What follows belongs to an exercise in optimizing a design on an open flow for small area; a production flow would make more cautious choices.
In this exercise RTL edits were held to simulation tests only and were not proved equivalent to the original.
Power and IR drop assume default switching activity.

main:
==> flow/design.v (excerpt) <==
module grid_astar_path_search_unit #(
  parameter int GRID_SIDE = 8
) (
  input  logic       clk,
  input  logic       rst_n,
  input  logic       in_valid,
  output logic       in_ready,
  input  logic       in_func,
  input  logic [2:0] in_cell_row,
  input  logic [2:0] in_cell_col,
  input  logic       in_blocked,
  input  logic [2:0] in_start_row,
  input  logic [2:0] in_start_col,
  input  logic [2:0] in_goal_row,
  input  logic [2:0] in_goal_col,
  output logic       out_valid,
  input  logic       out_ready,
  output logic [2:0] out_path_row,
  output logic [2:0] out_path_col,
  output logic       out_found,
  output logic       out_last
);
Size in the first run: roughly 890 cells after synthesis, about 540 flip-flops, ~34 I/O pins, ~13000 sq um of cells after synthesis.
==> flow/config.mk <==
export PLATFORM = sky130hd
export DESIGN_NAME = grid_astar_path_search_unit
export DESIGN_NICKNAME = grid_astar_path_search_unit
export VERILOG_FILES = /design/flow/design.v
export SDC_FILE = /design/flow/constraint.sdc
export NUM_CORES = 4
export LEC_CHECK = 0
export ABC_AREA = 1
export ABC_CLOCK_PERIOD_IN_PS = 8000
export CAP_MARGIN = 20
export CORE_MARGIN = 2
export CORE_UTILIZATION = 60
export SLEW_MARGIN = 20
==> flow/constraint.sdc <==
create_clock -name core_clock -period 8.0 [get_ports {clk}]
set_input_delay 1.6000 -clock core_clock [delete_from_list [all_inputs] [get_ports {clk}]]
set_output_delay 1.6000 -clock core_clock [all_outputs]
set_load 0.01 [all_outputs]
standard.sh (not shown) runs the stock make flow with config.mk's settings and CLKGATE_MAP_FILE= SYNTH_SCRIPT=/design/flow/synth_recipe.tcl, a recipe that flattens the netlist after the stock synthesis.
==> flow/flow/run.sh <==
#!/bin/bash
# The standard layout (standard.sh) with three changes:
# - synthesis runs synth_recipe.tcl unchanged except that ABC maps with an
#   area-oriented script (flow/synth_amap.tcl, flow/abc_area_amap.script);
# - the port buffers use the smallest buffer cell;
# - clock tree synthesis builds clkbuf_8 sink clusters without dummy loads.
set -euo pipefail
HERE=$(cd "$(dirname "$0")" && pwd)
export BUFFER_PORTS_ARGS="-buffer_cell sky130_fd_sc_hd__buf_1"
export CTS_ARGS="-sink_clustering_enable -repair_clock_nets -dont_use_dummy_load -buf_list sky130_fd_sc_hd__clkbuf_8 -sink_clustering_size 20 -sink_clustering_max_diameter 50"
bash standard.sh finish SYNTH_SCRIPT="$HERE/synth_amap.tcl" > flow.log 2>&1
==> flow/flow/abc_area_amap.script <==
strash
ifraig
dc2
strash
dch -f
amap
==> flow/flow/synth_amap.tcl <==
# The standard flow's synthesis script (synth_recipe.tcl, sourced unchanged) with one change:
# ABC maps for area with amap (flow/abc_area_amap.script) in place of ORFS's
# area script, which also buffers and upsizes gates.
set ::amap_script [file join [file dirname [file normalize [info script]]] abc_area_amap.script]
proc abc {args} {
  set i [lsearch -exact $args -script]
  if {$i >= 0} { lset args [expr {$i + 1}] $::amap_script }
  yosys abc {*}$args
}
source [file join [file dirname [file dirname [file normalize [info script]]]] synth_recipe.tcl]
main completed end to end with timing, DRC and antenna clean.
#### Input delta (the feature branch over main)
--- a/flow/design.v
+++ b/flow/design.v
@@ -206,15 +206,15 @@
               state_r <= gaps_pkg::S_EMW;
             end
           end
         end
         gaps_pkg::S_FAIL: if (out_ready) state_r <= gaps_pkg::S_CLR1;
         gaps_pkg::S_EMW: begin
           if (ph_hit) begin
-            d_r     <= cs_head[1:0];
+            d_r     <= cs_head[1:0] ^ 2'd2;
             state_r <= gaps_pkg::S_OUT;
           end
         end
         default: state_r <= gaps_pkg::S_RCLR;
       endcase
     end
   end
@@ -241,15 +241,15 @@
       end
       gaps_pkg::S_UPD: begin
         cs_we = ph_hit;
         cs_wd = {1'b1, d_r ^ 2'd2};
       end
       gaps_pkg::S_TR: begin
         cs_we = ph_hit && !cs_start;
-        cs_wd = {1'b1, d_r};
+        cs_wd = {1'b1, d_r ^ 2'd2};
       end
       default: cs_we = 1'b0;
     endcase
   end
   always_comb begin
     ls_we = 1'b0;
     ls_wd = {nb, fb_r};
## What came out
Changes observed in the feature branch relative to main: multi-input combinational cell count shows a reduction of 3, sum of routed wire length over all layers -about 0.7%, share of the clock period used by the worst path after layout increased by 1.3 points relative to the old numbers, flip-flop and latch power held.
Vertical die dimension: main vs the feature branch, no meaningful difference
Between main and the feature branch, the difference in netlist area before placement is negligible.
main -> the feature branch: via count of the first global-routing pass increased slightly
On headroom to the max-slew limit, the higher figure sits with the feature branch, not main.
Cmp main and the feature branch / count of cell types in the netlist / higher: the feature branch
main has lower shortest period the worst path allows than the feature branch.

[re-timing with driven ports]
In the flow no input, the clock included, has a driving cell. The finished layouts below were timed again as built, in two steps. Step 1 (the two cells are an assumption about what drives the block):
set clk [get_ports {clk}]
set_driving_cell -lib_cell sky130_fd_sc_hd__clkbuf_16 $clk
set_driving_cell -lib_cell sky130_fd_sc_hd__buf_2 [delete_from_list [all_inputs] $clk]
Step 2 also shifts input and output timing later by t, the mid clock arrival at the registers, as if the neighbouring blocks saw the same clock. a / b / c = ideal ports / drivers / drivers and shift; a / b = the first two.
| run | shift t [ns] | setup slack, ns | worst setup path at the end | worst register clock-pin slew, ns | pins driven straight from the clock port |
|---|---|---|---|---|---|
| main | 0.560 | 0.730 / 0.688 / 1.249 | register to output | 0.11 / 0.11 | 1 |
| the feature branch | 0.553 | 0.628 / 0.590 / 1.144 | register to output | 0.11 / 0.11 | 1 |
After both steps setup and hold are still met in every run listed.
